Source: an optimization exercise on an open RTL-to-GDS flow (aim: small area). Production flows keep margins and buffers that such runs may drop.
Function was checked by simulation only, so behaviour that the tests miss may differ from the original.
No activity file was given, so power comes from the tool's default toggle rates.

--- run.sh ---
#!/bin/bash
# synth_recipe.tcl (not shown) runs the flow's synth.tcl, then flattens the netlist and writes it again
# the make line also repeats each setting of config.mk as NAME=value (left out here)
make -C /OpenROAD-flow-scripts/flow DESIGN_CONFIG=/design/flow/config.mk WORK_HOME=/design/flow/orfs CLKGATE_MAP_FILE= SYNTH_SCRIPT=/design/flow/synth_recipe.tcl finish
--- config.mk ---
export PLATFORM = sky130hd
export DESIGN_NAME = morphPipeline
export DESIGN_NICKNAME = morphPipeline
export VERILOG_FILES = /design/flow/design.v
export SDC_FILE = /design/flow/constraint.sdc
export NUM_CORES = 4
export LEC_CHECK = 0
export CAP_MARGIN = 20
export CORE_MARGIN = 2
export CORE_UTILIZATION = 45
export SLEW_MARGIN = 20
--- constraint.sdc ---
create_clock -name core_clock -period 10.0 [get_ports {PCLK}]
set_input_delay 2.0000 -clock core_clock [delete_from_list [all_inputs] [get_ports {PCLK}]]
set_output_delay 2.0000 -clock core_clock [all_outputs]
set_load 0.01 [all_outputs]
--- design.v ---
package morphPkg;
    localparam int HCNT_W = 12;
    localparam int VCNT_W = 11;
    localparam int H_W = 9;
    localparam int V_W = 8;
    localparam int LINE = 328;
endpackage
`timescale 1ns/1ps
module videoTiming (
    input  logic                     PCLK,
    input  logic                     reset_i,
    output logic [morphPkg::H_W-1:0] h_o,
    output logic [morphPkg::V_W-1:0] v_o
);
    logic hLast;
    logic vLast;
    assign hLast = h_o[8] & h_o[6] & h_o[2] & h_o[1] & h_o[0];
    assign vLast = v_o[7] & v_o[6] & v_o[5] & v_o[4] & v_o[0];
    always_ff @(posedge PCLK) begin
        if (reset_i) begin
            h_o <= '0;
            v_o <= '0;
        end else if (hLast) begin
            h_o <= '0;
            v_o <= (vLast) ? '0 : v_o + 1'b1;
        end else begin
            h_o <= h_o + 1'b1;
        end
    end
endmodule
`timescale 1ns/1ps
module binarizer (
    input  logic       PCLK,
    input  logic       reset_i,
    input  logic       frameStart_i,
    input  logic       active_i,
    input  logic [7:0] luma_i,
    input  logic [7:0] threshold_i,
    output logic       bit_o
);
    logic [7:0] thrLatch;
    logic [7:0] thrUse;
    assign thrUse = frameStart_i ? threshold_i : thrLatch;
    always_ff @(posedge PCLK) begin
        thrLatch <= thrUse;
    end
    assign bit_o = active_i & ~reset_i & (luma_i >= thrUse);
endmodule
`timescale 1ns/1ps
module morphWindow #(
    parameter int LEN = 328
) (
    input  logic           PCLK,
    input  logic           d_i,
    output logic [LEN-1:0] sr_o
);
    always_ff @(posedge PCLK) begin
        sr_o <= {sr_o[LEN-2:0], d_i};
    end
endmodule
module morphSlowWindow #(
    parameter int LEN = 164
) (
    input  logic           PCLK,
    input  logic           en_i,
    input  logic           d_i,
    output logic [LEN-1:0] sr_o
);
    always_ff @(posedge PCLK) begin
        if (en_i) begin
            sr_o <= {sr_o[LEN-2:0], d_i};
        end
    end
endmodule
`timescale 1ns/1ps
module morphStage (
    input  logic PCLK,
    input  logic isOpen_i,
    input  logic isClose_i,
    input  logic odd_i,        
    input  logic row0_i,       
    input  logic keepOpen_i,   
    input  logic keepClose_i,  
    input  logic bit_i,
    output logic s2_o
);
    localparam int L  = morphPkg::LINE;
    localparam int LS = morphPkg::LINE / 2;
    logic [L:0]    lane1;
    logic [L:0]    lane0;
    logic [LS-1:0] laneS;
    logic isPass;
    logic inv;
    logic [1:0] cA, pA;    
    logic [1:0] cB, pB;    
    logic       gA, gB;
    logic [3:0] dA, dB;    
    logic       a1, c1;
    logic       a2, e2, m2, p2;
    logic       bH;
    logic       v1, v1a, v1b;
    logic       s1;
    logic       v2, v2a, v2b;
    logic       cN, mN;
    logic [3:0] nN;
    logic [1:0] code;
    logic       tN, tH;
    assign isPass = ~isOpen_i & ~isClose_i;
    assign inv    = isClose_i;
    morphWindow #(.LEN(L + 1)) line1 (.PCLK(PCLK), .d_i(code[1]), .sr_o(lane1));
    morphWindow #(.LEN(L + 1)) line0 (.PCLK(PCLK), .d_i(code[0]), .sr_o(lane0));
    morphSlowWindow #(.LEN(LS)) lineS (.PCLK(PCLK), .en_i(~odd_i), .d_i(tH & tN), .sr_o(laneS));
    function automatic logic [3:0] decode(input logic [1:0] c, input logic [1:0] p, input logic g);
        logic hi;
        hi = g | (c == 2'd1 && p == 2'd0);
        decode[3] = ~(c[1] & c[0]) & (c[1] | c[0] | hi);
        decode[2] = (c[1] & ~c[0]) | (~c[1] & hi);
        decode[1] = ~c[1] & ~c[0] & hi;
        decode[0] = ~c[1] & (~c[0] | hi);
    endfunction
    assign cA = {lane1[L-2], lane0[L-2]};
    assign pA = odd_i ? {lane1[L-1], lane0[L-1]} : {lane1[L-3], lane0[L-3]};
    assign gA = odd_i ? laneS[LS-1] : laneS[LS-2];
    assign dA = decode(cA, pA, gA);
    assign a1 = (isPass ? cA[1] : dA[3] ^ inv) & ~row0_i;
    assign c1 = (dA[2] ^ inv) & ~row0_i;
    always_comb begin
        if (isOpen_i)       v1 = c1 & bit_i;
        else if (isClose_i) v1 = c1 | bit_i;
        else                v1 = a1;
    end
    always_ff @(posedge PCLK) begin
        v1a <= v1;
        v1b <= v1a;
        bH  <= bit_i;
    end
    always_comb begin
        if (isOpen_i)       s1 = v1b & v1a & v1;
        else if (isClose_i) s1 = v1b | v1a | v1;
        else                s1 = v1a;
    end
    assign cB = {lane1[L-1], lane0[L-1]};
    assign pB = odd_i ? {lane1[L-2], lane0[L-2]} : {lane1[L], lane0[L]};
    assign gB = laneS[LS-1];
    assign dB = decode(cB, pB, gB);
    assign a2 = (dB[3] ^ inv) & ~row0_i;
    assign e2 = (dB[1] ^ inv) & ~row0_i;
    assign m2 = (dB[0] ^ inv) & ~row0_i;
    assign p2 = cB[0] & ~row0_i;
    always_comb begin
        if (isOpen_i) begin
            v2 = m2 | s1;
            cN = a2 & bH;
            mN = s1 | e2;
        end else if (isClose_i) begin
            v2 = m2 & s1;
            cN = a2 | bH;
            mN = s1 & e2;
        end else begin
            v2 = p2;
            cN = 1'b0;
            mN = 1'b0;
        end
    end
    assign nN = {bH, cN, s1, mN} ^ {4{inv}};
    always_comb begin
        if (isPass) begin
            code = {bH, s1};
            tN   = 1'b1;
        end else begin
            code[1] = ~nN[0] & (~nN[3] | nN[2]);
            code[0] = (~nN[3] & ~nN[0]) | (nN[3] & ~nN[2]) | (nN[2] & nN[0] & ~nN[1]);
            tN      = code[1] | (nN[2] & nN[0]);
        end
    end
    always_ff @(posedge PCLK) begin
        tH  <= tN;
        v2a <= v2;
        v2b <= v2a;
    end
    always_comb begin
        if (isOpen_i)       s2_o = (v2b | v2a | v2) & keepOpen_i;
        else if (isClose_i) s2_o = (v2b & v2a & v2) & keepClose_i;
        else                s2_o = v2a;
    end
endmodule
`timescale 1ns/1ps
module morphPipeline (
    input  logic        PCLK,
    input  logic        reset_i,
    input  logic [7:0]  luma_i,
    input  logic [7:0]  threshold_i,
    input  logic [1:0]  mode_i,
    output logic [11:0] hCnt_o,
    output logic [10:0] vCnt_o,
    output logic        pixel_o,
    output logic [11:0] outHCnt_o,
    output logic [10:0] outVCnt_o,
    output logic        outValid_o
);
    logic [morphPkg::H_W-1:0] h;
    logic [morphPkg::V_W-1:0] v;
    logic       frameStart;
    logic       active;
    logic       bin;
    logic [1:0] modeLatch;
    logic [1:0] modeUse;
    logic       hEdge1, vEdge1, hEdge2, vEdge2;
    logic       s2;
    logic [2:0] outPipe;
    videoTiming timing (
        .PCLK    (PCLK),
        .reset_i (reset_i),
        .h_o     (h),
        .v_o     (v)
    );
    assign hCnt_o = {3'b000, h};
    assign vCnt_o = {3'b000, v};
    assign active     = ~(h[8] & h[6]) & ~(&v[7:4]);
    assign frameStart = (h == '0) && (v == '0);
    assign modeUse = frameStart ? mode_i : modeLatch;
    always_ff @(posedge PCLK) begin
        modeLatch <= modeUse;
    end
    binarizer binarize (
        .PCLK         (PCLK),
        .reset_i      (reset_i),
        .frameStart_i (frameStart),
        .active_i     (active),
        .luma_i       (luma_i),
        .threshold_i  (threshold_i),
        .bit_o        (bin)
    );
    assign hEdge1 = (h == 9'd2) || (h == 9'd321);
    assign vEdge1 = (v == 8'd2) || (v == 8'd241);
    assign hEdge2 = hEdge1 || (h == 9'd3) || (h == 9'd320);
    assign vEdge2 = vEdge1 || (v == 8'd3) || (v == 8'd240);
    morphStage engine (
        .PCLK        (PCLK),
        .isOpen_i    (modeUse == 2'd1),
        .isClose_i   (modeUse == 2'd2),
        .odd_i       (h[0]),
        .row0_i      (v == '0),
        .keepOpen_i  (~hEdge1 & ~vEdge1),
        .keepClose_i (~hEdge2 & ~vEdge2),
        .bit_i       (bin),
        .s2_o        (s2)
    );
    always_ff @(posedge PCLK) begin
        outPipe <= {outPipe[1:0], s2};
    end
    assign outValid_o = (h >= 9'd5) && (h <= 9'd324) && (v >= 8'd2);
    assign pixel_o    = outPipe[2] & outValid_o;
    assign outHCnt_o  = {3'b000, h - 9'd5};
    assign outVCnt_o  = {3'b000, v - 8'd2};
endmodule
==> summary.txt, run 1 <==
STA
  • Final Max Slew Viols: 0
  • Setup_tns: 0 ns
  • Period utilisation layout: 0.539
  • RSZ-0062 raised after global routing: no
  • Min Tclk post-route: 5.39 ns
  • Final setup margin: 4.61 ns
  • Worst rel slew slack: 0.444
  • Final setup viols: 0
  • Final hold vios: 0
  • FMAX: 0.185 GHz
  • Worst Tran Pin Value: 0.834 ns
  • Clk_skew: 0.0206 ns

Final layout
  • Area growth syn-to-layout: 17.9%
  • Share of cells above drive strength 1: 0.104
  • Nets@finish: 1293
  • Final Non-Filler Cells: 1909
  • Fillers: 3560
  • Multi-input gate area: 1630 µm²
  • FF/Latch Area: 18800 µm²
  • Finished Core Util: 0.537
  • Number of diodes: 0

Status
  • Outcome: finished clean

Worst setup path
  • Critical path startpoint category: flop
  • WP data required: 8.00 ns
  • Crit. Startpoint: timing.h_o[0]
  • Slowest cell delay on critical path: 0.54 ns
  • CP endpoint: pixel_o
  • Worst path slowest cell: inv_6
  • Worst endpoint data arrival time: 3.39 ns
  • Crit Path Class: flop to output port
  • Crit. End Element: output port
  • Crit path cell chain: inv_6 > ha_1 > inv_1 > a21oi_1 > nand2_1 > a21o_1 > a211oi_1 > and2_1 > clkdlybuf4s50_1
  • Internal reg-to-reg setup slack: 5.09 ns
  • CP max FO: 73
  • Reg2reg end: engine.lineS.sr_o[0]
  • Reg2reg start: timing.h_o[0]
  • Reg2Reg Depth: 16

Synthesis
  • Cells after synthesis: 1136
  • Post-synthesis xor/xnor area fraction: 0.0102
  • Post-Synth Adder-Cell Area: 0.0127
  • Post-synthesis simple-gate area fraction: 0.0251
  • Synth Area in Compound Gates: 0.0215
  • Netlist cell types: 59
  • Synth top area cells: dfxtp_1, edfxtp_1, ha_1
  • Post-synth EDFFs: 164
  • Syn. warnings: 6
  • Post-synth top flop: dfxtp_1
  • Ys async rst share: 0
  • Most common cell in the netlist: dfxtp_1
  • Leading area contributor after synthesis: dfxtp_1
  • Register bit total from synthesis: 858
  • Post-synthesis mux area share: 0.00702
  • Post-synthesis cell area: 20700 µm²
  • Seq/Total Area, Yosys: 0.910
  • Main combinational cell family by area after synthesis: simple AND/OR/NAND/NOR gates
  • Yosys top cell area share: 0.672
  • Commonest cells post-synth: dfxtp_1, edfxtp_1, nor2_1, inv_1, ha_1
  • Avg Inst Size Synth: 18.2 µm²

Clock network
  • Clock latency (worst-skew pair): 0.59 ns
  • CTS tree: done
  • Root Buffer: clkbuf_16
  • H-Tree Level Count: 3
  • Clk sinks: 858
  • Num CTS Buffers: 75
  • Clock slew at reported path FFs: 0.06 ns
  • Post-CTS Setup Bufs: 0
  • Post-CTS Hold Fix Bufs: 0
  • Post-CTS sizing: 0
  • Max Root-Sink Buffers: 3

Placed design
  • Gpl congestion: 0.764
  • Worst slack, placed: 4.57 ns
  • Placed insts: 1775
  • Port bufs: 55
  • Hpwl dp: 11700 µm

Detailed routing
  • Via count: 8028
  • # DRC: 0
  • Drt via density: 4.21
  • WL final: 23800 µm
  • WL/cell: 12.4 µm
  • Final ANT Viol Nets: 0
  • 1st-iter DRT viols: 463
  • TritonRoute pass-1 iters: 4

Die
  • Die H: 218 µm
  • Die W: 218 µm
  • Initial Util: 0.456
  • Row count: 78
  • Io pins: 68
  • Die area: 47700 µm²
  • Core ar.: 45400 µm²

Global route
  • First-pass GRT wire length: 40700 µm
  • GRT overflow: 0
  • Largest net degree at the start of global routing: 97
  • Initial antenna violation count: 0
  • Vias in the first global route: 8020
  • GRT Overall Usage: 0.106

Run
  • Max_cap viols: 0

Power and ir drop
  • IR drop worst, VDD: 0.166 mV
  • Tot Pwr: 6880 µW
  • P_leak: 0.00952 µW
  • Cell Pwr Density: 282 nW/µm²

Hold path
  • Hold Crit Class: flop to flop
state kept, by name (all words and copies together) (netlist names):
name               flops
binarize.thrLatch      8
modeLatch              2
engine.line0.sr_o    329
engine.bH              1
timing.h_o             9
outPipe                3
engine.v2b             1
engine.lineS.sr_o    164
timing.v_o             8
engine.v1b             1
engine.v2a             1
engine.v1a             1
engine.line1.sr_o    329
engine.tH              1
metrics by stage:
step | hold slack, ns | cell area [µm²]
after floorplan | 0.310 | 20700
after global placement | 0.311 | 21900
after detailed placement | 0.312 | 21900
after CTS | 0.317 | 24400
after global routing | 0.318 | 24400
final | 0.311 | 24400
how the worst min path moves through the flow:
stage	startpoint	to	slack (ns)	cells after the start
3_5_place_dp	engine.line0.sr_o[116]	engine.line0.sr_o[117]	0.31	0
2_1_floorplan	engine.line0.sr_o[99]	engine.line0.sr_o[100]	0.31	0
5_1_grt	engine.line0.sr_o[225]	engine.line0.sr_o[226]	0.32	0
3_3_place_gp	engine.line1.sr_o[324]	engine.line1.sr_o[325]	0.31	0
4_1_cts	engine.line0.sr_o[289]	engine.line0.sr_o[290]	0.32	0
6_report	engine.line0.sr_o[289]	engine.line0.sr_o[290]	0.31	0
layout make-up:
| type | count | area share |
|---|---|---|
| multi-input combinational | 234 | 0.0669 |
| inverter | 26 | 0.00421 |
| timing repair buffer | 57 | 0.0233 |
| sequential | 858 | 0.772 |
| clock buffer | 106 | 0.0888 |
| clock inverter | 28 | 0.0143 |
| tap | 600 | 0.0308 |
layout by cell type (no fill, tap or decap), drive strengths merged, types with 5 or more instances in the layout:
master / synthesis / routed
nand2: 17 / 17
a21oi: 17 / 17
a31oi: 7 / 7
inv: 26 / 30
edfxtp: 164 / 164
and3: 7 / 7
xor2: 14 / 14
clkinv: 0 / 19
ha: 21 / 21
clkdlybuf4s50: 0 / 55
bufinv: 0 / 5
conb: 1 / 12
xnor2: 10 / 10
dfxtp: 694 / 694
nor2: 30 / 30
nor3: 12 / 12
or3: 5 / 5
clkbuf: 8 / 106
o21ai: 13 / 13
mux2i: 10 / 10
nand3: 9 / 9
logic make-up (layout without fill, tap and decap cells):
logic type                 count (synthesis)  in the layout
DFF                                      858            858
and+or+nand+nor                           99             99
AOI/OAI and AO/OA                         64             64
buffers and inverters                     55            217
xor gates and xnor gates                  24             24
adders and majority gates                 21             21
muxes                                     14             14
other                                      1             12
routing by layer:
metal | vias to the layer above | global-route usage | wire (µm)
met5 | - | 0 | 0
met4 | 0 | 0.0483 | 607
met3 | 54 | 0.0359 | 1070
met2 | 112 | 0.135 | 9250
met1 | 3866 | 0.160 | 12800
li1 | 3996 | - | -
report_power, final:
part | switching, µW | internal [µW] | leakage (µW) | total (µW)
Sequential | 74.8 | 3830 | 0.00728 | 3900
Clock | 1180 | 1660 | 0.00124 | 2840
Combinational | 81.3 | 58.4 | 0.000999 | 140
critical path, delay by kind of cell (launching register included):
kind,cells,cell delay (ns)
adders and majority gates,1,0.32
buffers and inverters,3,1.14
AOI/OAI and AO/OA,3,0.65
DFF,1,0.48
and+or+nand+nor,2,0.24
==> inputs of run 2 (changes only) <==
--- a/design.v
+++ b/design.v
@@ -56,20 +56,6 @@
 );
     always_ff @(posedge PCLK) begin
         sr_o <= {sr_o[LEN-2:0], d_i};
-    end
-endmodule
-module morphSlowWindow #(
-    parameter int LEN = 164
-) (
-    input  logic           PCLK,
-    input  logic           en_i,
-    input  logic           d_i,
-    output logic [LEN-1:0] sr_o
-);
-    always_ff @(posedge PCLK) begin
-        if (en_i) begin
-            sr_o <= {sr_o[LEN-2:0], d_i};
-        end
     end
 endmodule
 `timescale 1ns/1ps
@@ -88,7 +74,7 @@
     localparam int LS = morphPkg::LINE / 2;
     logic [L:0]    lane1;
     logic [L:0]    lane0;
-    logic [LS-1:0] laneS;
+    logic [LS:0]   laneS;
     logic isPass;
     logic inv;
     logic [1:0] cA, pA;    
@@ -109,7 +95,9 @@
     assign inv    = isClose_i;
     morphWindow #(.LEN(L + 1)) line1 (.PCLK(PCLK), .d_i(code[1]), .sr_o(lane1));
     morphWindow #(.LEN(L + 1)) line0 (.PCLK(PCLK), .d_i(code[0]), .sr_o(lane0));
-    morphSlowWindow #(.LEN(LS)) lineS (.PCLK(PCLK), .en_i(~odd_i), .d_i(tH & tN), .sr_o(laneS));
+    always_ff @(posedge PCLK) begin
+        laneS <= {laneS[LS-1:0], odd_i ? laneS[LS] : (tH & tN)};
+    end
     function automatic logic [3:0] decode(input logic [1:0] c, input logic [1:0] p, input logic g);
         logic hi;
         hi = g | (c == 2'd1 && p == 2'd0);
@@ -120,7 +108,7 @@
     endfunction
     assign cA = {lane1[L-2], lane0[L-2]};
     assign pA = odd_i ? {lane1[L-1], lane0[L-1]} : {lane1[L-3], lane0[L-3]};
-    assign gA = odd_i ? laneS[LS-1] : laneS[LS-2];
+    assign gA = odd_i ? laneS[LS-3] : laneS[LS-4];
     assign dA = decode(cA, pA, gA);
     assign a1 = (isPass ? cA[1] : dA[3] ^ inv) & ~row0_i;
     assign c1 = (dA[2] ^ inv) & ~row0_i;
@@ -141,7 +129,7 @@
     end
     assign cB = {lane1[L-1], lane0[L-1]};
     assign pB = odd_i ? {lane1[L-2], lane0[L-2]} : {lane1[L], lane0[L]};
-    assign gB = laneS[LS-1];
+    assign gB = odd_i ? laneS[LS-3] : laneS[LS-2];
     assign dB = decode(cB, pB, gB);
     assign a2 = (dB[3] ^ inv) & ~row0_i;
     assign e2 = (dB[1] ^ inv) & ~row0_i;
--- a/config.mk
+++ b/config.mk
@@ -8,4 +8,7 @@
 export CAP_MARGIN = 20
 export CORE_MARGIN = 2
 export CORE_UTILIZATION = 45
+export CTS_BUF_LIST = sky130_fd_sc_hd__clkbuf_8
+export CTS_CLUSTER_DIAMETER = 50
+export CTS_CLUSTER_SIZE = 22
 export SLEW_MARGIN = 20
==> summary.txt, run 2 <==
Die
  • Core ar.: 42000 µm² (was 45400 µm²)
  • Die area: 44400 µm² (was 47700 µm²)
  • Die W: 211 µm (was 218 µm)
  • Die H: 211 µm (was 218 µm)
  • Initial Util: 0.457 (was 0.456)
  • Io pins: 68 (unchanged)
  • Row count: 75 (was 78)

Synthesis
  • Post-synth EDFFs: 0 (was 164)
  • Post-synth top flop: dfxtp_1 (unchanged)
  • Commonest cells post-synth: dfxtp_1, nor2_1, inv_1, nand2_1, ha_1 (was dfxtp_1, edfxtp_1, nor2_1, inv_1, ha_1)
  • Leading area contributor after synthesis: dfxtp_1 (unchanged)
  • Ys async rst share: 0 (unchanged)
  • Syn. warnings: 5 (was 6)
  • Avg Inst Size Synth: 16.6 µm² (was 18.2 µm²)
  • Register bit total from synthesis: 859 (was 858)
  • Seq/Total Area, Yosys: 0.895 (was 0.910)
  • Most common cell in the netlist: dfxtp_1 (unchanged)
  • Yosys top cell area share: 0.895 (was 0.672)
  • Netlist cell types: 69 (was 59)
  • Post-synthesis cell area: 19200 µm² (was 20700 µm²)
  • Cells after synthesis: 1157 (was 1136)
  • Synth top area cells: dfxtp_1, ha_1, xor2_1 (was dfxtp_1, edfxtp_1, ha_1)

Clock network
  • Post-CTS Setup Bufs: 0 (unchanged)
  • Clk sinks: 859 (was 858)
  • Root Buffer: clkbuf_8 (was clkbuf_16)
  • Num CTS Buffers: 51 (was 75)
  • Post-CTS sizing: 0 (unchanged)
  • Post-CTS Hold Fix Bufs: 0 (unchanged)
  • H-Tree Level Count: 2 (was 3)
  • Max Root-Sink Buffers: 3 (unchanged)
  • Clock slew at reported path FFs: 0.11 ns (was 0.06 ns)
  • CTS tree: done (unchanged)
  • Clock latency (worst-skew pair): 0.64 ns (was 0.59 ns)

Detailed routing
  • Drt via density: 4.07 (was 4.21)
  • WL final: 21400 µm (was 23800 µm)
  • Final ANT Viol Nets: 0 (unchanged)
  • WL/cell: 11.8 µm (was 12.4 µm)
  • Via count: 7360 (was 8028)
  • # DRC: 0 (unchanged)
  • 1st-iter DRT viols: 302 (was 463)
  • TritonRoute pass-1 iters: 4 (unchanged)

Placed design
  • Hpwl dp: 11400 µm (was 11700 µm)
  • Gpl congestion: 0.759 (was 0.764)
  • Placed insts: 1733 (was 1775)
  • Port bufs: 55 (unchanged)

Run
  • Max_cap viols: 0 (unchanged)

Power and ir drop
  • Cell Pwr Density: 256 nW/µm² (was 282 nW/µm²)
  • Psw: 1140 µW (was 1340 µW)
  • IR drop worst, VDD: 0.143 mV (was 0.166 mV)
  • P_leak: 0.00849 µW (was 0.00952 µW)
  • Logic pwr share: 0.025 (was 0.020)
  • Clock Power Share: 0.281 (was 0.413)
  • Switching Share: 0.209 (was 0.195)
  • Sequential power share: 0.694 (was 0.567)
  • Internal power: 4310 µW (was 5540 µW)

Final layout
  • Biggest regs: engine.line0.sr_o (329), engine.line1.sr_o (329), engine.laneS (165) (was engine.line0.sr_o (329), engine.line1.sr_o (329), engine.lineS.sr_o (164))
  • Share of cells above drive strength 1: 0.0741 (was 0.104)
  • Finished Core Util: 0.505 (was 0.537)
  • Nets@finish: 1288 (was 1293)
  • Area growth syn-to-layout: 10.5% (was 17.9%)
  • Final Non-Filler Cells: 1807 (was 1909)
  • Number of diodes: 0 (unchanged)
  • Fillers: 3497 (was 3560)
  • Commonest non-fill, non-tap cells in the layout: dfxtp_1, clkdlybuf4s50_1, clkbuf_8 (was dfxtp_1, edfxtp_1, clkbuf_16)
  • Commonest non-fill, non-tap cell in the layout: dfxtp_1 (unchanged)

STA
  • Final setup viols: 0 (unchanged)
  • Final Max Slew Viols: 0 (unchanged)
  • RSZ-0062 raised after global routing: no (unchanged)
  • Worst Tran Pin Value: 0.692 ns (was 0.834 ns)
  • Worst rel slew slack: 0.539 (was 0.444)
  • Period utilisation layout: 0.494 (was 0.539)
  • Clk_skew: 0.0245 ns (was 0.0206 ns)
  • FMAX: 0.202 GHz (was 0.185 GHz)
  • Min Tclk post-route: 4.94 ns (was 5.39 ns)
  • Final hold vios: 0 (unchanged)
  • Setup_tns: 0 ns (unchanged)

Global route
  • Vias in the first global route: 7199 (was 8020)
  • First-pass GRT wire length: 36200 µm (was 40700 µm)
  • GRT overflow: 0 (unchanged)
  • GRT Overall Usage: 0.101 (was 0.106)
  • Initial antenna violation count: 0 (unchanged)
  • Largest net degree at the start of global routing: 23 (was 97)

Worst setup path
  • Crit Path Class: flop to output port (unchanged)
  • CP max FO: 14 (was 73)
  • Slowest cell delay on critical path: 0.58 ns (was 0.54 ns)
  • Critical path startpoint category: flop (unchanged)
  • Most used cell, CP: inv_1
  • Crit path cell chain: inv_1 > ha_1 > inv_1 > a21oi_1 > nor3b_1 > xor2_1 > clkdlybuf4s50_1 (was inv_6 > ha_1 > inv_1 > a21oi_1 > nand2_1 > a21o_1 > a211oi_1 > and2_1 > clkdlybuf4s50_1)
  • Worst endpoint data arrival time: 2.94 ns (was 3.39 ns)
  • Worst path slowest cell: clkdlybuf4s50_1 (was inv_6)
  • Crit. End Element: output port (unchanged)
  • WP data required: 8.00 ns (about the same)

Hold path
  • Hold Crit Class: flop to flop (unchanged)

Status
  • Outcome: finished clean (unchanged)
-- run 2: metal layers --
| layer | share of wire | global-route usage |
|---|---|---|
| met2 | 0.37 | 0.129 |
| met3 | 0.046 | 0.0265 |
| met5 | 0 | 0 |
| met1 | 0.55 | 0.154 |
| met4 | 0.034 | 0.0517 |
-- run 2: kinds of logic after synthesis --
kind of cell / share of synthesized area
AND/OR/NAND/NOR: 0.0301
other: 0.000195
buffers and inverters: 0.0159
AO/OA/AOI/OAI: 0.0262
adder cells (fa/ha/maj): 0.0142
multiplexers: 0.00807
flip-flops: 0.895
XOR/XNOR: 0.0105
-- run 2: worst paths after layout --
path                      from                   end  slack, ns  cells after the start
max              timing.h_o[0]          outHCnt_o[8]       5.06                      7
min          engine.laneS[136]     engine.laneS[137]       0.31                      0
max reg2reg      timing.v_o[4]  engine.line0.sr_o[0]       5.41                     14
min reg2reg  engine.laneS[136]     engine.laneS[137]       0.31                      0
-- run 2: area by class of cell --
type                    instances  area [µm²]  share of cell area
well taps                     539         674              0.0318
flip-flops and latches        859       17200               0.810
clock buffers                  54         743              0.0350
multi-input cells             251        1760              0.0829
repair buffers                 56         558              0.0263
inverters                      28         105             0.00495
clock inverters                20         201             0.00948
-- run 2: power groups by stage --
stage | sequential [µW] | clock [µW] | combinational, µW
after floorplan | 3830 | 0 | 103
after global placement | 3860 | 0 | 134
after detailed placement | 3860 | 0 | 136
after CTS | 3790 | 1600 | 138
after global routing | 3810 | 1730 | 152
final | 3780 | 1530 | 137
-- run 2: worst max-delay path, delay by kind of cell (launching register included) --
kind,cells,cell delay [ns]
buf+inv,3,0.87
flops,1,0.50
simple gates,1,0.27
xor+xnor,1,0.24
fa+ha+maj,1,0.23
compound gates,1,0.19
-- run 2: per-stage QoR --
step | power [µW] | instance area (µm²) | worst slack, ns | hold slack, ns
floorplan | 3930 | 19300 | 5.66 | 0.310
global placement | 4000 | 20300 | 5.07 | 0.310
detailed placement | 3990 | 20300 | 5.03 | 0.312
CTS | 5530 | 21200 | 4.95 | 0.322
global route | 5700 | 21200 | 4.84 | 0.324
finish | 5450 | 21200 | 5.06 | 0.314
==> inputs of run 3 (changes only) <==
--- a/config.mk
+++ b/config.mk
@@ -9,6 +9,6 @@
 export CORE_MARGIN = 2
 export CORE_UTILIZATION = 45
 export CTS_BUF_LIST = sky130_fd_sc_hd__clkbuf_8
-export CTS_CLUSTER_DIAMETER = 50
-export CTS_CLUSTER_SIZE = 22
+export CTS_CLUSTER_DIAMETER = 60
+export CTS_CLUSTER_SIZE = 20
 export SLEW_MARGIN = 20
==> summary.txt, run 3 <==
Synthesis
  • Syn. warnings: 5 (unchanged)
  • Synth top area cells: dfxtp_1, ha_1, xor2_1 (unchanged)
  • Commonest cells post-synth: dfxtp_1, nor2_1, inv_1, nand2_1, ha_1 (unchanged)
  • Seq/Total Area, Yosys: 0.895 (unchanged)
  • Most common cell in the netlist: dfxtp_1 (unchanged)
  • Netlist cell types: 69 (unchanged)
  • Post-synthesis cell area: 19200 µm² (unchanged)
  • Leading area contributor after synthesis: dfxtp_1 (unchanged)
  • Post-synth top flop: dfxtp_1 (unchanged)
  • Register bit total from synthesis: 859 (unchanged)
  • Avg Inst Size Synth: 16.6 µm² (unchanged)
  • Ys async rst share: 0 (unchanged)
  • Post-synth EDFFs: 0 (unchanged)
  • Cells after synthesis: 1157 (unchanged)
  • Yosys top cell area share: 0.895 (unchanged)

STA
  • Minimum hold slack: 0.307 ns (was 0.314 ns)
  • Worst rel slew slack: 0.535 (was 0.539)
  • Clk_skew: 0.0321 ns (was 0.0245 ns)
  • Period utilisation layout: 0.497 (was 0.494)
  • Final hold vios: 0 (unchanged)
  • Final Max Slew Viols: 0 (unchanged)
  • Final setup viols: 0 (unchanged)
  • Worst Tran Pin Value: 0.698 ns (was 0.692 ns)
  • Setup_tns: 0 ns (unchanged)
  • RSZ-0062 raised after global routing: no (unchanged)
  • FMAX: 0.201 GHz (was 0.202 GHz)
  • Min Tclk post-route: 4.97 ns (was 4.94 ns)

Global route
  • GRT overflow: 0 (unchanged)
  • GRT Overall Usage: 0.101 (about the same)
  • Initial antenna violation count: 0 (unchanged)
  • Vias in the first global route: 7249 (was 7199)
  • First-pass GRT wire length: 36400 µm (was 36200 µm)
  • Largest net degree at the start of global routing: 21 (was 23)

Clock network
  • Post-CTS sizing: 0 (unchanged)
  • Clk sinks: 859 (unchanged)
  • Root Buffer: clkbuf_8 (unchanged)
  • CTS tree: done (unchanged)
  • Max Root-Sink Buffers: 3 (unchanged)
  • Clock slew at reported path FFs: 0.11 ns (about the same)
  • Num CTS Buffers: 51 (unchanged)
  • Post-CTS Setup Bufs: 0 (unchanged)
  • Post-CTS Hold Fix Bufs: 0 (unchanged)
  • Clock latency (worst-skew pair): 0.66 ns (was 0.64 ns)
  • H-Tree Level Count: 2 (unchanged)

Final layout
  • Biggest regs: engine.line0.sr_o (329), engine.line1.sr_o (329), engine.laneS (165) (unchanged)
  • Number of diodes: 0 (unchanged)
  • Area growth syn-to-layout: 9.93% (was 10.5%)
  • Commonest non-fill, non-tap cell in the layout: dfxtp_1 (unchanged)
  • Nets@finish: 1288 (unchanged)
  • Commonest non-fill, non-tap cells in the layout: dfxtp_1, clkdlybuf4s50_1, clkbuf_8 (unchanged)
  • Share of cells above drive strength 1: 0.0661 (was 0.0741)
  • Finished Core Util: 0.503 (was 0.505)

Placed design
  • Port bufs: 55 (unchanged)
  • Hpwl dp: 11400 µm (unchanged)
  • Gpl congestion: 0.759 (unchanged)

Detailed routing
  • Met2 Wirelength: 8060 µm (was 7890 µm)
  • Final ANT Viol Nets: 0 (unchanged)
  • TritonRoute pass-1 iters: 4 (unchanged)
  • Top sig layer: met4 (unchanged)
  • Via count: 7388 (was 7360)
  • Drt via density: 4.12 (was 4.07)
  • Metal3 WL: 920 µm (was 980 µm)
  • Met1 wire length: 11700 µm (was 11800 µm)
  • 1st-iter DRT viols: 303 (was 302)
  • # DRC: 0 (unchanged)
  • WL final: 21400 µm (about the same)
  • WL/cell: 11.9 µm (was 11.8 µm)

Worst setup path
  • CP max FO: 14 (unchanged)
  • Critical path startpoint category: flop (unchanged)
  • Reg2reg end: engine.line0.sr_o[0] (unchanged)
  • Crit Path Class: flop to output port (unchanged)
  • WP data required: 8.00 ns (about the same)
  • Worst endpoint data arrival time: 2.97 ns (was 2.94 ns)
  • Internal reg-to-reg setup slack: 5.42 ns (was 5.41 ns)
  • Crit. End Element: output port (unchanged)
  • Reg2reg start: timing.v_o[4] (unchanged)
  • Reg2Reg Depth: 14 (unchanged)

Power and ir drop
  • IR drop worst, VDD: 0.134 mV (was 0.143 mV)
  • Cell Pwr Density: 255 nW/µm² (was 256 nW/µm²)
  • P_leak: 0.00845 µW (was 0.00849 µW)

Die
  • Row count: 75 (unchanged)
  • Die area: 44400 µm² (unchanged)
  • Io pins: 68 (unchanged)
  • Core ar.: 42000 µm² (unchanged)
  • Die H: 211 µm (unchanged)
  • Initial Util: 0.457 (unchanged)
  • Die W: 211 µm (unchanged)

Hold path
  • Hold Path Cell Cnt: 0 (unchanged)
  • Hold Crit Class: flop to flop (unchanged)
  • HP Start: engine.line1.sr_o[288] (was engine.laneS[136])
  • Hold Path End: engine.line1.sr_o[289] (was engine.laneS[137])

Run
  • Max_cap viols: 0 (unchanged)

Status
  • Outcome: finished clean (unchanged)
[run 3: area by class of cell]
cell class / instances / area (µm²)
clock buffer: 51 / 702
tap: 539 / 674
fill: 3501 / 20900
clock inverter: 11 / 128
timing repair buffer: 56 / 558
multi-input combinational: 251 / 1760
sequential: 859 / 17200
inverter: 28 / 105
[run 3: cell families (layout without fill, tap and decap cells)]
family	after synthesis	count (layout)	share of synthesized area
AND/OR/NAND/NOR	109	109	0.0301
AO/OA/AOI/OAI	70	70	0.0262
other	1	12	0.000195
adder cells (fa/ha/maj)	22	22	0.0142
buffers and inverters	58	146	0.0159
flip-flops	859	859	0.895
XOR/XNOR	23	23	0.0105
multiplexers	15	15	0.00807
[run 3: worst max-delay path, cell delays in order, from the launching register on]
cell             delay (ns)
dfxtp_1                0.50
inv_1                  0.24
ha_1                   0.23
inv_1                  0.05
a21oi_1                0.19
nor3b_1                0.27
xor2_1                 0.25
clkdlybuf4s50_1        0.58
[run 3: layer usage]
metal	track usage	vias to the layer above
li1	-	3807
met1	0.154	3424
met2	0.130	104
met3	0.0268	53
met4	0.0510	0
met5	0	-
[run 3: power breakdown]
part | leakage, µW | total (µW) | switching [µW] | internal, µW
registers | 0.00698 | 3780 | 69.1 | 3710
logic | 0.00103 | 136 | 73.8 | 62.6
clock network | 0.000436 | 1460 | 951 | 511
[run 3: through the flow]
stage	cells	worst slack (ns)	total power, µW	area, µm²
5_1_grt	1795	4.82	5630	21100
3_5_place_dp	1733	5.03	3990	20300
3_3_place_gp	1733	5.07	4000	20300
4_1_cts	1795	4.93	5470	21100
2_1_floorplan	1168	5.66	3930	19300
6_report	1795	5.03	5380	21100
[run 3: how the worst max path moves through the flow]
stage                   start                   end  depth (start not counted)
5_1_grt         timing.h_o[0]          outHCnt_o[8]                          7
3_5_place_dp   threshold_i[0]  engine.line0.sr_o[0]                         11
6_report        timing.h_o[0]          outHCnt_o[8]                          7
4_1_cts         timing.h_o[0]          outHCnt_o[8]                          7
3_3_place_gp   threshold_i[0]       engine.laneS[0]                         11
2_1_floorplan  threshold_i[0]  engine.line0.sr_o[0]                         11
==> inputs of run 4 (changes only) <==
--- a/design.v
+++ b/design.v
@@ -12,20 +12,17 @@
     output logic [morphPkg::H_W-1:0] h_o,
     output logic [morphPkg::V_W-1:0] v_o
 );
-    logic hLast;
-    logic vLast;
+    logic                     hLast;
+    logic                     vLast;
+    logic [morphPkg::H_W-1:0] hNext;
+    logic [morphPkg::V_W-1:0] vNext;
     assign hLast = h_o[8] & h_o[6] & h_o[2] & h_o[1] & h_o[0];
     assign vLast = v_o[7] & v_o[6] & v_o[5] & v_o[4] & v_o[0];
-    always_ff @(posedge PCLK) begin
-        if (reset_i) begin
-            h_o <= '0;
-            v_o <= '0;
-        end else if (hLast) begin
-            h_o <= '0;
-            v_o <= (vLast) ? '0 : v_o + 1'b1;
-        end else begin
-            h_o <= h_o + 1'b1;
-        end
+    assign hNext = (h_o + 1'b1) & {morphPkg::H_W{~(reset_i | hLast)}};
+    assign vNext = hLast ? ((v_o + 1'b1) & {morphPkg::V_W{~vLast}}) : v_o;
+    always_ff @(posedge PCLK) begin
+        h_o <= hNext;
+        v_o <= vNext & {morphPkg::V_W{~reset_i}};
     end
 endmodule
 `timescale 1ns/1ps
@@ -219,10 +216,10 @@
         .threshold_i  (threshold_i),
         .bit_o        (bin)
     );
-    assign hEdge1 = (h == 9'd2) || (h == 9'd321);
-    assign vEdge1 = (v == 8'd2) || (v == 8'd241);
-    assign hEdge2 = hEdge1 || (h == 9'd3) || (h == 9'd320);
-    assign vEdge2 = vEdge1 || (v == 8'd3) || (v == 8'd240);
+    assign hEdge1 = (~|h[8:2] & ~h[0]) | (h[8] & h[6] & h[0]);       
+    assign vEdge1 = (~|v[7:2] & ~v[0]) | (&v[7:4] & v[0]);           
+    assign hEdge2 = ~|h[8:2] | (h[8] & h[6]);                        
+    assign vEdge2 = ~|v[7:2] | (&v[7:4]);                            
     morphStage engine (
         .PCLK        (PCLK),
         .isOpen_i    (modeUse == 2'd1),
@@ -237,7 +234,7 @@
     always_ff @(posedge PCLK) begin
         outPipe <= {outPipe[1:0], s2};
     end
-    assign outValid_o = (h >= 9'd5) && (h <= 9'd324) && (v >= 8'd2);
+    assign outValid_o = (h >= 9'd5) && ~(h[8] & h[6] & h[2] & (h[1] | h[0])) && (|v[7:1]);
     assign pixel_o    = outPipe[2] & outValid_o;
     assign outHCnt_o  = {3'b000, h - 9'd5};
     assign outVCnt_o  = {3'b000, v - 8'd2};
==> flow/run.sh (new file) <==
#!/bin/bash
# The standard layout (the standard.sh, unchanged synthesis), with the
# port buffers that placement inserts made of the smallest buffer cell.
set -euo pipefail
export BUFFER_PORTS_ARGS="-buffer_cell sky130_fd_sc_hd__buf_1"
bash standard.sh > standard_flow.log 2>&1
==> standard.sh (new file) <==
#!/bin/bash
# synth_recipe.tcl (not shown) runs the flow's synth.tcl, then flattens the netlist and writes it again
# the make line also repeats each setting of config.mk as NAME=value (left out here)
make -C /OpenROAD-flow-scripts/flow DESIGN_CONFIG=/design/flow/config.mk WORK_HOME=/design/flow/orfs CLKGATE_MAP_FILE= SYNTH_SCRIPT=/design/flow/synth_recipe.tcl "${@:-finish}"
--- a/config.mk
+++ b/config.mk
@@ -5,6 +5,7 @@
 export SDC_FILE = /design/flow/constraint.sdc
 export NUM_CORES = 4
 export LEC_CHECK = 0
+export ABC_AREA = 1
 export CAP_MARGIN = 20
 export CORE_MARGIN = 2
 export CORE_UTILIZATION = 45
removed: run.sh
==> summary.txt, run 4 <==
Worst setup path
  • WP data required: 8.00 ns (about the same)
  • Reg2Reg Depth: 25 (was 14)
  • CP endpoint: outHCnt_o[8] (unchanged)
  • Worst path slowest cell: dfxtp_1 (was clkdlybuf4s50_1)
  • Worst endpoint data arrival time: 2.49 ns (was 2.97 ns)
  • Reg2reg end: engine.line0.sr_o[0] (unchanged)
  • Crit. End Element: output port (unchanged)
  • Buf/Inv on CP: 2 (was 3)
  • Reg2reg start: timing.h_o[6] (was timing.v_o[4])
  • Crit path cell chain: inv_2 > ha_1 > o21ai_0 > nor2_1 > xor2_1 > buf_1 (was inv_1 > ha_1 > inv_1 > a21oi_1 > nor3b_1 > xor2_1 > clkdlybuf4s50_1)
  • Family with the most delay on the worst path: flip-flops (was buffers and inverters)
  • Internal reg-to-reg setup slack: 6.06 ns (was 5.42 ns)
  • Critical path depth: 6 (was 7)
  • Slowest cell delay on critical path: 0.56 ns (was 0.58 ns)
  • CP max FO: 12 (was 14)
  • Critical path startpoint category: flop (unchanged)
  • Crit Path Class: flop to output port (unchanged)
  • Crit. Startpoint: timing.h_o[0] (unchanged)

Power and ir drop
  • Internal power: 4250 µW (was 4280 µW)
  • IR drop worst, VDD: 0.146 mV (was 0.134 mV)
  • Sequential power share: 0.710 (was 0.703)
  • Switching Share: 0.202 (was 0.203)
  • Cell Pwr Density: 258 nW/µm² (was 255 nW/µm²)
  • P_leak: 0.00840 µW (was 0.00845 µW)
  • Logic pwr share: 0.021 (was 0.025)
  • Psw: 1080 µW (was 1090 µW)
  • Clock Power Share: 0.269 (was 0.272)

Detailed routing
  • WL final: 20700 µm (was 21400 µm)
  • # DRC: 0 (unchanged)
  • 1st-iter DRT viols: 361 (was 303)
  • WL/cell: 11.2 µm (was 11.9 µm)
  • Final ANT Viol Nets: 0 (unchanged)
  • TritonRoute pass-1 iters: 4 (unchanged)
  • Via count: 7564 (was 7388)
  • Drt via density: 4.08 (was 4.12)

Global route
  • M3 GR Usage: 0.0256 (was 0.0268)
  • First-pass GRT wire length: 36000 µm (was 36400 µm)
  • Largest net degree at the start of global routing: 21 (unchanged)
  • Gr busiest metal: met1 (unchanged)
  • Met2 GRT Util: 0.129 (was 0.130)
  • Met1 Usage GRT: 0.152 (was 0.154)
  • GRT Overall Usage: 0.100 (was 0.101)
  • Initial antenna violation count: 0 (unchanged)
  • GRT overflow: 0 (unchanged)
  • Vias in the first global route: 7333 (was 7249)

STA
  • Final hold vios: 0 (unchanged)
  • Minimum hold slack: 0.325 ns (was 0.307 ns)
  • RSZ-0062 raised after global routing: no (unchanged)
  • Final setup margin: 5.51 ns (was 5.03 ns)
  • FMAX: 0.223 GHz (was 0.201 GHz)
  • Worst rel slew slack: 0.600 (was 0.535)
  • Final Max Slew Viols: 0 (unchanged)
  • Setup_tns: 0 ns (unchanged)
  • Clk_skew: 0.0150 ns (was 0.0321 ns)
  • Final setup viols: 0 (unchanged)
  • Min Tclk post-route: 4.49 ns (was 4.97 ns)
  • Period utilisation layout: 0.449 (was 0.497)
  • Worst Tran Pin Value: 0.595 ns (was 0.698 ns)

Final layout
  • Share of cells above drive strength 1: 0.0647 (was 0.0661)
  • Number of diodes: 0 (unchanged)
  • Commonest non-fill, non-tap cell in the layout: dfxtp_1 (unchanged)
  • Commonest non-fill, non-tap cells in the layout: dfxtp_1, nand2_1, inv_1, buf_1, clkbuf_8 (was dfxtp_1, clkdlybuf4s50_1, clkbuf_8)
  • Area growth syn-to-layout: 8.42% (was 9.93%)
  • Fillers: 3584 (was 3501)
  • Finished Core Util: 0.493 (was 0.503)
  • Nets@finish: 1346 (was 1288)
  • Biggest regs: engine.line0.sr_o (329), engine.line1.sr_o (329), engine.laneS (165) (unchanged)

Synthesis
  • Yosys top cell area share: 0.904 (was 0.895)
  • Netlist cell types: 38 (was 69)
  • Register bit total from synthesis: 859 (unchanged)
  • Synth top area cells: dfxtp_1, nand2_1, ha_1 (was dfxtp_1, ha_1, xor2_1)
  • Syn. warnings: 5 (unchanged)
  • Avg Inst Size Synth: 15.8 µm² (was 16.6 µm²)
  • Post-synth EDFFs: 0 (unchanged)
  • Commonest cells post-synth: dfxtp_1, nand2_1, inv_1, nor2_1, nand3_1 (was dfxtp_1, nor2_1, inv_1, nand2_1, ha_1)
  • Leading area contributor after synthesis: dfxtp_1 (unchanged)
  • Most common cell in the netlist: dfxtp_1 (unchanged)
  • Ys async rst share: 0 (unchanged)
  • Cells after synthesis: 1206 (was 1157)
  • Post-synthesis cell area: 19000 µm² (was 19200 µm²)
  • Post-synth top flop: dfxtp_1 (unchanged)
  • Seq/Total Area, Yosys: 0.904 (was 0.895)

Placed design
  • Worst slack, placed: 5.74 ns (was 5.03 ns)
  • Hpwl dp: 10900 µm (was 11400 µm)
  • Port bufs: 55 (unchanged)
  • Gpl congestion: 0.796 (was 0.759)

Hold path
  • Hold Path Cell Cnt: 0 (unchanged)
  • Hold Crit Class: flop to flop (unchanged)
  • HP Start: engine.line0.sr_o[167] (was engine.line1.sr_o[288])

Die
  • Core ar.: 41900 µm² (was 42000 µm²)
  • Io pins: 68 (unchanged)
  • Initial Util: 0.455 (was 0.457)
  • Die H: 210 µm (was 211 µm)
  • Die W: 210 µm (was 211 µm)
  • Row count: 75 (unchanged)
  • Die area: 43900 µm² (was 44400 µm²)

Clock network
  • Clock slew at reported path FFs: 0.11 ns (about the same)
  • Post-CTS sizing: 0 (unchanged)
  • H-Tree Level Count: 2 (unchanged)
  • Max Root-Sink Buffers: 3 (unchanged)
  • Clock latency (worst-skew pair): 0.64 ns (was 0.66 ns)
  • Post-CTS Setup Bufs: 0 (unchanged)
  • Num CTS Buffers: 50 (was 51)
  • Root Buffer: clkbuf_8 (unchanged)
  • CTS tree: done (unchanged)
  • Post-CTS Hold Fix Bufs: 0 (unchanged)
  • Clk sinks: 859 (unchanged)

Run
  • Max_cap viols: 0 (unchanged)

Status
  • Outcome: finished clean (unchanged)
==> run 4: cell count changes in the layout (fill, tap and decap cells not counted), moves of 8 or more <==
cell,change
xnor2_1,-8
nand2_1,+66
nand2_2,+10
nor2_1,+16
buf_1,+55
mux2i_1,-11
clkdlybuf4s50_1,-55
nand3_1,+12
inv_1,+26
==> run 4: how the worst min path moves through the flow <==
stage / end / slack, ns
floorplan: engine.laneS[100] / 0.31
global placement: engine.line0.sr_o[275] / 0.31
detailed placement: engine.line0.sr_o[104] / 0.31
CTS: engine.line0.sr_o[134] / 0.32
global route: engine.line1.sr_o[154] / 0.33
finish: engine.line0.sr_o[168] / 0.33
==> run 4: cell families after synthesis <==
logic type | after synthesis | synth area share
flip-flops | 859 | 0.904
AND/OR/NAND/NOR | 197 | 0.0468
buffers and inverters | 80 | 0.0189
AO/OA/AOI/OAI | 37 | 0.0116
adder cells (fa/ha/maj) | 19 | 0.0125
XOR/XNOR | 13 | 0.00599
other | 1 | 0.000197
==> run 4: power groups by stage <==
| stage | clock network [µW] | registers, µW | logic, µW |
|---|---|---|---|
| global placement | 0 | 3870 | 109 |
| finish | 1430 | 3780 | 114 |
| CTS | 1510 | 3790 | 114 |
| detailed placement | 0 | 3860 | 113 |
| floorplan | 0 | 3830 | 91.2 |
| global route | 1640 | 3820 | 130 |
==> run 4: cell type report <==
| type | count | area, µm² | share of cell area |
|---|---|---|---|
| inverters | 62 | 235 | 0.0114 |
| repair buffers | 56 | 214 | 0.0104 |
| well taps | 539 | 674 | 0.0327 |
| flip-flops and latches | 859 | 17200 | 0.834 |
| multi-input cells | 278 | 1510 | 0.0732 |
| clock inverters | 7 | 93.8 | 0.00455 |
| clock buffers | 51 | 702 | 0.0340 |
==> run 4: routing by layer <==
metal,part of all wire,vias to the layer above
met2,0.37,116
met1,0.55,3517
met4,0.038,0
met3,0.043,59
li1,-,3872
met5,0,-
==> run 4: worst register-to-register path, stage by stage (launching register included) <==
cell	delay (ns)
dfxtp_1	0.39
inv_1	0.13
nand4_1	0.16
nor4_1	0.49
inv_1	0.08
nor3_1	0.15
buf_4	0.22
inv_2	0.12
nand2_1	0.07
nand2_1	0.07
inv_1	0.06
ha_1	0.46
inv_4	0.12
nand4_1	0.15
nand2_1	0.06
nor2_1	0.16
o21bai_2	0.17
nand2_2	0.09
nand2_2	0.06
nand2_2	0.06
nand2_4	0.11
nand3_2	0.09
a21boi_1	0.18
nor2_1	0.06
nor2_1	0.09
nor2_1	0.05
==> run 4: through the flow <==
| step | area (µm²) | instances | total power, µW |
|---|---|---|---|
| floorplan | 19100 | 1217 | 3920 |
| CTS | 20600 | 1852 | 5420 |
| global placement | 19800 | 1794 | 3980 |
| finish | 20600 | 1852 | 5330 |
| global route | 20600 | 1852 | 5590 |
| detailed placement | 19800 | 1794 | 3970 |
==> inputs of run 5 (changes only) <==
==> run.sh (new file) <==
#!/bin/bash
# synth_recipe.tcl (not shown) runs the flow's synth.tcl, then flattens the netlist and writes it again
# the make line also repeats each setting of config.mk as NAME=value (left out here)
make -C /OpenROAD-flow-scripts/flow DESIGN_CONFIG=/design/flow/config.mk WORK_HOME=/design/flow/orfs CLKGATE_MAP_FILE= SYNTH_SCRIPT=/design/flow/synth_recipe.tcl finish
--- a/config.mk
+++ b/config.mk
@@ -10,6 +10,6 @@
 export CORE_MARGIN = 2
 export CORE_UTILIZATION = 45
 export CTS_BUF_LIST = sky130_fd_sc_hd__clkbuf_8
-export CTS_CLUSTER_DIAMETER = 60
-export CTS_CLUSTER_SIZE = 20
+export CTS_CLUSTER_DIAMETER = 80
+export CTS_CLUSTER_SIZE = 22
 export SLEW_MARGIN = 20
removed: flow/run.sh
removed: standard.sh
==> summary.txt, run 5 <==
Status
  • Outcome: finished clean (unchanged)

Placed design
  • Port bufs: 55 (unchanged)
  • Hpwl dp: 11100 µm (was 10900 µm)
  • Gpl congestion: 0.773 (was 0.796)
  • Worst slack, placed: 5.35 ns (was 5.74 ns)

Clock network
  • Post-CTS sizing: 0 (unchanged)
  • Num CTS Buffers: 45 (was 50)
  • CTS tree: done (unchanged)
  • Clk sinks: 859 (unchanged)
  • H-Tree Level Count: 2 (unchanged)
  • Post-CTS Setup Bufs: 0 (unchanged)
  • Root Buffer: clkbuf_8 (unchanged)
  • Clock slew at reported path FFs: 0.12 ns (was 0.11 ns)
  • Max Root-Sink Buffers: 3 (unchanged)
  • Clock latency (worst-skew pair): 0.61 ns (was 0.64 ns)
  • Post-CTS Hold Fix Bufs: 0 (unchanged)

STA
  • Min Tclk post-route: 4.92 ns (was 4.49 ns)
  • Final setup viols: 0 (unchanged)
  • Minimum hold slack: 0.328 ns (was 0.325 ns)
  • Worst rel slew slack: 0.594 (was 0.600)
  • Clk_skew: 0.00958 ns (was 0.0150 ns)
  • Period utilisation layout: 0.492 (was 0.449)
  • RSZ-0062 raised after global routing: no (unchanged)
  • FMAX: 0.203 GHz (was 0.223 GHz)
  • Setup_tns: 0 ns (unchanged)
  • Worst Tran Pin Value: 0.606 ns (was 0.595 ns)
  • Final setup margin: 5.08 ns (was 5.51 ns)
  • Final Max Slew Viols: 0 (unchanged)
  • Final hold vios: 0 (unchanged)

Die
  • Die W: 210 µm (unchanged)
  • Core ar.: 41900 µm² (unchanged)
  • Initial Util: 0.455 (unchanged)
  • Row count: 75 (unchanged)
  • Io pins: 68 (unchanged)
  • Die H: 210 µm (unchanged)
  • Die area: 43900 µm² (unchanged)

Worst setup path
  • Worst endpoint data arrival time: 2.92 ns (was 2.49 ns)
  • Reg2Reg Depth: 25 (unchanged)
  • Crit Path Class: flop to output port (unchanged)
  • Crit path cell chain: inv_2 > ha_1 > o21ai_0 > nor2_1 > xor2_1 > clkdlybuf4s50_1 (was inv_2 > ha_1 > o21ai_0 > nor2_1 > xor2_1 > buf_1)
  • Crit. End Element: output port (unchanged)
  • Critical path startpoint category: flop (unchanged)
  • Slowest cell delay on critical path: 0.57 ns (was 0.56 ns)
  • Worst path slowest cell: dfxtp_1 (unchanged)
  • WP data required: 8.00 ns (about the same)
  • CP max FO: 12 (unchanged)

Synthesis
  • Post-synth top flop: dfxtp_1 (unchanged)
  • Avg Inst Size Synth: 15.8 µm² (unchanged)
  • Yosys top cell area share: 0.904 (unchanged)
  • Most common cell in the netlist: dfxtp_1 (unchanged)
  • Register bit total from synthesis: 859 (unchanged)
  • Syn. warnings: 5 (unchanged)
  • Cells after synthesis: 1206 (unchanged)
  • Post-synth EDFFs: 0 (unchanged)
  • Synth top area cells: dfxtp_1, nand2_1, ha_1 (unchanged)
  • Netlist cell types: 38 (unchanged)
  • Ys async rst share: 0 (unchanged)
  • Leading area contributor after synthesis: dfxtp_1 (unchanged)
  • Commonest cells post-synth: dfxtp_1, nand2_1, inv_1, nor2_1, nand3_1 (unchanged)
  • Seq/Total Area, Yosys: 0.904 (unchanged)
  • Post-synthesis cell area: 19000 µm² (unchanged)

Power and ir drop
  • Cell Pwr Density: 251 nW/µm² (was 258 nW/µm²)
  • Tot Pwr: 5230 µW (was 5330 µW)
  • P_leak: 0.00848 µW (was 0.00840 µW)
  • IR drop worst, VDD: 0.137 mV (was 0.146 mV)

Detailed routing
  • Via count: 7450 (was 7564)
  • # DRC: 0 (unchanged)
  • WL final: 20600 µm (was 20700 µm)
  • Final ANT Viol Nets: 0 (unchanged)
  • 1st-iter DRT viols: 344 (was 361)
  • Drt via density: 4.04 (was 4.08)
  • TritonRoute pass-1 iters: 4 (unchanged)
  • WL/cell: 11.2 µm (about the same)

Final layout
  • Share of cells above drive strength 1: 0.0597 (was 0.0647)
  • Commonest non-fill, non-tap cell in the layout: dfxtp_1 (unchanged)
  • Nets@finish: 1341 (was 1346)
  • Area growth syn-to-layout: 9.57% (was 8.42%)
  • Commonest non-fill, non-tap cells in the layout: dfxtp_1, nand2_1, inv_1, clkdlybuf4s50_1, nor2_1 (was dfxtp_1, nand2_1, inv_1, buf_1, clkbuf_8)
  • Biggest regs: engine.line0.sr_o (329), engine.line1.sr_o (329), engine.laneS (165) (unchanged)
  • Number of diodes: 0 (unchanged)

Global route
  • Initial antenna violation count: 0 (unchanged)
  • First-pass GRT wire length: 35400 µm (was 36000 µm)
  • GRT overflow: 0 (unchanged)
  • Vias in the first global route: 7228 (was 7333)
  • Largest net degree at the start of global routing: 23 (was 21)
  • GRT Overall Usage: 0.0973 (was 0.100)

Hold path
  • Hold Crit Class: flop to flop (unchanged)
  • Hold Path Cell Cnt: 0 (unchanged)

Run
  • Max_cap viols: 0 (unchanged)
run 5: cell type report:
cell class / instances / area (µm²)
Clock inverter: 6 / 51.3
Timing Repair Buffer: 56 / 558
Inverter: 62 / 235
Sequential cell: 859 / 17200
Clock buffer: 45 / 619
Multi-Input combinational cell: 278 / 1510
Tap cell: 539 / 674
Fill cell: 3558 / 21000
run 5: kinds of logic (layout without fill, tap and decap cells):
kind of cell / count (synthesis) / count (layout) / share of synthesized area
DFF: 859 / 859 / 0.904
and+or+nand+nor: 197 / 197 / 0.0468
buffers and inverters: 80 / 169 / 0.0189
AOI/OAI and AO/OA: 37 / 37 / 0.0116
adders and majority gates: 19 / 19 / 0.0125
xor gates and xnor gates: 13 / 13 / 0.00599
other: 1 / 12 / 0.000197
run 5: layer usage:
layer | routed length [µm] | part of all wire | GRT usage | vias up
li1 | - | - | - | 3854
met2 | 7420 | 0.36 | 0.125 | 101
met5 | 0 | 0 | 0 | -
met3 | 882 | 0.043 | 0.0238 | 47
met4 | 585 | 0.028 | 0.0411 | 0
met1 | 11700 | 0.57 | 0.154 | 3448
run 5: stage by stage:
step                       util  instance area, µm²  instances
after floorplan               -               19100       1217
after global placement    0.482               20200       1794
after detailed placement  0.482               20200       1794
after CTS                 0.498               20800       1845
after global routing      0.498               20800       1845
final                     0.498               20800       1845
run 5: where the power goes:
| part | switching (µW) | internal [µW] |
|---|---|---|
| registers | 72.7 | 3710 |
| logic | 73.9 | 49.0 |
| clock network | 902 | 421 |
run 5: worst paths after layout:
path,slack (ns),endpoint,from
worst max-delay path,5.08,outHCnt_o[8],timing.h_o[0]
worst max register to register,6.03,engine.line0.sr_o[0],timing.h_o[6]
worst min-delay path,0.33,engine.line1.sr_o[152],engine.line1.sr_o[151]
worst min register to register,0.33,engine.line1.sr_o[152],engine.line1.sr_o[151]
run 5: critical path: cells and delay by family, from the launching register on:
kind	cells	cell delay, ns
xor gates and xnor gates	1	0.16
DFF	1	0.57
and+or+nand+nor	1	0.12
buffers and inverters	2	0.76
adders and majority gates	1	0.27
AOI/OAI and AO/OA	1	0.44
==> inputs of run 6 (changes only) <==
--- a/design.v
+++ b/design.v
@@ -18,8 +18,18 @@
     logic [morphPkg::V_W-1:0] vNext;
     assign hLast = h_o[8] & h_o[6] & h_o[2] & h_o[1] & h_o[0];
     assign vLast = v_o[7] & v_o[6] & v_o[5] & v_o[4] & v_o[0];
-    assign hNext = (h_o + 1'b1) & {morphPkg::H_W{~(reset_i | hLast)}};
-    assign vNext = hLast ? ((v_o + 1'b1) & {morphPkg::V_W{~vLast}}) : v_o;
+    logic [morphPkg::H_W:0] hCarry;
+    logic [morphPkg::V_W:0] vCarry;
+    assign hCarry[0] = 1'b1;
+    assign vCarry[0] = hLast;
+    for (genvar i = 0; i < morphPkg::H_W; i++) begin : g_hInc
+        assign hCarry[i+1] = hCarry[i] & h_o[i];
+        assign hNext[i]    = (h_o[i] ^ hCarry[i]) & ~(reset_i | hLast);
+    end
+    for (genvar i = 0; i < morphPkg::V_W; i++) begin : g_vInc
+        assign vCarry[i+1] = vCarry[i] & v_o[i];
+        assign vNext[i]    = (v_o[i] ^ vCarry[i]) & ~(hLast & vLast);
+    end
     always_ff @(posedge PCLK) begin
         h_o <= hNext;
         v_o <= vNext & {morphPkg::V_W{~reset_i}};
@@ -41,7 +51,12 @@
     always_ff @(posedge PCLK) begin
         thrLatch <= thrUse;
     end
-    assign bit_o = active_i & ~reset_i & (luma_i >= thrUse);
+    logic [8:0] ge;
+    assign ge[0] = 1'b1;
+    for (genvar i = 0; i < 8; i++) begin : g_cmp
+        assign ge[i+1] = (luma_i[i] & ~thrUse[i]) | (~(luma_i[i] ^ thrUse[i]) & ge[i]);
+    end
+    assign bit_o = active_i & ~reset_i & ge[8];
 endmodule
 `timescale 1ns/1ps
 module morphWindow #(
@@ -234,8 +249,28 @@
     always_ff @(posedge PCLK) begin
         outPipe <= {outPipe[1:0], s2};
     end
-    assign outValid_o = (h >= 9'd5) && ~(h[8] & h[6] & h[2] & (h[1] | h[0])) && (|v[7:1]);
+    assign outValid_o = ((|h[8:3]) | (h[2] & (h[1] | h[0]))) &
+                        ~(h[8] & h[6] & h[2] & (h[1] | h[0])) & (|v[7:1]);
     assign pixel_o    = outPipe[2] & outValid_o;
-    assign outHCnt_o  = {3'b000, h - 9'd5};
-    assign outVCnt_o  = {3'b000, v - 8'd2};
-endmodule
+    logic [9:0] hBorrow;
+    logic [8:0] outH;
+    logic [7:0] vBorrow;
+    logic [7:0] outV;
+    localparam logic [8:0] H_OFF = 9'd5;
+    assign hBorrow[0] = 1'b0;
+    for (genvar i = 0; i < 9; i++) begin : g_hSub
+        assign outH[i]      = h[i] ^ H_OFF[i] ^ hBorrow[i];
+        assign hBorrow[i+1] = (~h[i] & (H_OFF[i] | hBorrow[i])) | (H_OFF[i] & hBorrow[i]);
+    end
+    assign outV[0]    = v[0];
+    assign vBorrow[1] = 1'b1;
+    for (genvar i = 1; i < 8; i++) begin : g_vSub
+        assign outV[i] = v[i] ^ vBorrow[i];
+        if (i < 7) begin : g_b
+            assign vBorrow[i+1] = vBorrow[i] & ~v[i];
+        end
+    end
+    assign vBorrow[0] = 1'b0;
+    assign outHCnt_o  = {3'b000, outH};
+    assign outVCnt_o  = {3'b000, outV};
+endmodule
==> flow/run.sh (new file) <==
#!/bin/bash
# The standard layout (the standard.sh, unchanged synthesis), with the
# port buffers that placement inserts made of the smallest buffer cell.
set -euo pipefail
export BUFFER_PORTS_ARGS="-buffer_cell sky130_fd_sc_hd__buf_1"
bash standard.sh > standard_flow.log 2>&1
==> standard.sh (new file) <==
#!/bin/bash
# synth_recipe.tcl (not shown) runs the flow's synth.tcl, then flattens the netlist and writes it again
# the make line also repeats each setting of config.mk as NAME=value (left out here)
make -C /OpenROAD-flow-scripts/flow DESIGN_CONFIG=/design/flow/config.mk WORK_HOME=/design/flow/orfs CLKGATE_MAP_FILE= SYNTH_SCRIPT=/design/flow/synth_recipe.tcl "${@:-finish}"
--- a/config.mk
+++ b/config.mk
@@ -8,8 +8,9 @@
 export ABC_AREA = 1
 export CAP_MARGIN = 20
 export CORE_MARGIN = 2
-export CORE_UTILIZATION = 45
+export CORE_UTILIZATION = 65
 export CTS_BUF_LIST = sky130_fd_sc_hd__clkbuf_8
-export CTS_CLUSTER_DIAMETER = 80
-export CTS_CLUSTER_SIZE = 22
+export CTS_CLUSTER_DIAMETER = 60
+export CTS_CLUSTER_SIZE = 20
+export PLACE_DENSITY = 0.75
 export SLEW_MARGIN = 20
removed: run.sh
==> summary.txt, run 6 <==
Status
  • Outcome: finished clean (unchanged)

STA
  • FMAX: 0.201 GHz (was 0.203 GHz)
  • Period utilisation layout: 0.498 (was 0.492)
  • Final Max Slew Viols: 0 (unchanged)
  • Clk_skew: 0.0148 ns (was 0.00958 ns)
  • Final hold vios: 0 (unchanged)
  • Final setup viols: 0 (unchanged)
  • Minimum hold slack: 0.322 ns (was 0.328 ns)

Detailed routing
  • Met1 wire length: 10700 µm (was 11700 µm)
  • Via count: 7180 (was 7450)
  • Final ANT Viol Nets: 0 (unchanged)
  • WL/cell: 11.7 µm (was 11.2 µm)
  • # DRC: 0 (unchanged)
  • Top sig layer: met4 (unchanged)
  • 1st-iter DRT viols: 403 (was 344)
  • Drt via density: 4.30 (was 4.04)
  • Met2 Wirelength: 7570 µm (was 7420 µm)
  • WL final: 19600 µm (was 20600 µm)
  • TritonRoute pass-1 iters: 4 (unchanged)

Worst setup path
  • CP max FO: 10 (was 12)
  • Critical path startpoint category: flop (unchanged)
  • Worst endpoint data arrival time: 2.98 ns (was 2.92 ns)
  • Reg2Reg Depth: 19 (was 25)
  • Crit. End Element: output port (unchanged)
  • Crit Path Class: flop to output port (unchanged)

Hold path
  • Hold Path Cell Cnt: 0 (unchanged)

Synthesis
  • Cells after synthesis: 1181 (was 1206)
  • Syn. warnings: 5 (unchanged)
  • Synth top area cells: dfxtp_1, ha_1, inv_1 (was dfxtp_1, nand2_1, ha_1)
  • Yosys top cell area share: 0.906 (was 0.904)
  • Post-synth top flop: dfxtp_1 (unchanged)
  • Netlist cell types: 38 (unchanged)
  • Ys async rst share: 0 (unchanged)
  • Seq/Total Area, Yosys: 0.906 (was 0.904)
  • Avg Inst Size Synth: 16.1 µm² (was 15.8 µm²)

Die
  • Initial Util: 0.661 (was 0.455)
  • Row count: 62 (was 75)
  • Core ar.: 28700 µm² (was 41900 µm²)
  • Die W: 175 µm (was 210 µm)
  • Die area: 30600 µm² (was 43900 µm²)
  • Io pins: 68 (unchanged)
  • Die H: 175 µm (was 210 µm)

Final layout
  • Number of diodes: 0 (unchanged)
  • Fin area: 20300 µm² (was 20800 µm²)
  • Biggest regs: engine.line0.sr_o (329), engine.line1.sr_o (329), engine.laneS (165) (unchanged)
  • Final Non-Filler Cells: 1670 (was 1845)
  • Finished Core Util: 0.709 (was 0.498)
  • Nets@finish: 1336 (was 1341)
  • Share of cells above drive strength 1: 0.0560 (was 0.0597)
  • Area growth syn-to-layout: 7.21% (was 9.57%)

Power and ir drop
  • Cell Pwr Density: 260 nW/µm² (was 251 nW/µm²)
  • P_leak: 0.00846 µW (was 0.00848 µW)
  • IR drop worst, VDD: 0.178 mV (was 0.137 mV)

Run
  • Max_cap viols: 0 (unchanged)

Clock network
  • Num CTS Buffers: 50 (was 45)
  • CTS tree: done (unchanged)
  • Post-CTS sizing: 0 (unchanged)
  • Clock latency (worst-skew pair): 0.59 ns (was 0.61 ns)
  • H-Tree Level Count: 2 (unchanged)
  • Clk sinks: 859 (unchanged)
  • Max Root-Sink Buffers: 3 (unchanged)
  • Root Buffer: clkbuf_8 (unchanged)
  • Post-CTS Setup Bufs: 0 (unchanged)

Placed design
  • Gpl congestion: 0.787 (was 0.773)
  • Hpwl dp: 10400 µm (was 11100 µm)
  • Placed insts: 1613 (was 1794)

Global route
  • First-pass GRT wire length: 33400 µm (was 35400 µm)
  • GRT Overall Usage: 0.134 (was 0.0973)
  • GRT overflow: 0 (unchanged)
  • Largest net degree at the start of global routing: 21 (was 23)
  • Vias in the first global route: 6898 (was 7228)
## run 6: cell count changes in the layout (fill, tap and decap cells not counted), sizes merged, moves of 5 or more
cell	before	now
a21oi	15	10
buf	1	55
clkbuf	45	50
clkdlybuf4s50	55	0
ha	19	35
inv	65	91
nand2	100	74
nand3	21	15
nor2	47	41
nor3	15	3
nor3b	6	0
xor2	12	2
## run 6: cell families after synthesis
group	share of synthesized area
adder cells (fa/ha/maj)	0.0231
AND/OR/NAND/NOR	0.0338
other	0.000198
XOR/XNOR	0.00231
AO/OA/AOI/OAI	0.0106
buffers and inverters	0.0240
flip-flops	0.906
## run 6: worst paths after layout
kind              slack, ns                   start                endpoint
hold reg to reg        0.32  engine.line1.sr_o[178]  engine.line1.sr_o[179]
hold / removal         0.32  engine.line1.sr_o[178]  engine.line1.sr_o[179]
setup reg to reg       6.45           timing.h_o[0]         engine.laneS[0]
setup / recovery       5.02           timing.h_o[0]            outHCnt_o[8]
## run 6: power breakdown
group,switching [µW],leakage (µW),total (µW),internal (µW)
Clock,912,0.000389,1380,469
Combinational,77.7,0.00109,120,42.2
Sequential,74.4,0.00698,3790,3710
## run 6: critical path, stage by stage (launching register included)
cell	delay (ns)
dfxtp_1	0.53
inv_2	0.13
ha_1	0.27
inv_1	0.08
ha_1	0.13
inv_1	0.05
ha_1	0.18
ha_1	0.19
ha_1	0.18
ha_1	0.18
ha_1	0.18
xor2_1	0.13
buf_1	0.16
## run 6: cell type report
class | count | area, µm²
inverters | 89 | 334
flip-flops and latches | 859 | 17200
clock inverters | 7 | 73.8
repair buffers | 55 | 206
clock buffers | 50 | 688
well taps | 384 | 480
fillers | 1896 | 8350
multi-input cells | 226 | 1370
## run 6: metal layers
layer,global-route usage,vias to the layer above
met3,0.0318,35
li1,-,3745
met2,0.179,117
met5,0,-
met1,0.212,3283
met4,0.0493,0
## run 6: through the flow
stage	setup WS (ns)	power [µW]
2_1_floorplan	5.87	3930
3_3_place_gp	5.74	3980
3_5_place_dp	5.61	3980
4_1_cts	4.96	5350
5_1_grt	4.77	5520
6_report	5.02	5290

Check on run 6: ideal ports give 5.023 ns setup slack; a clkbuf_16 on the clock port and buf_2 on the inputs give 4.980 ns; moving port delays by the midpoint clock arrival (0.631 ns) as well gives 5.516 ns.
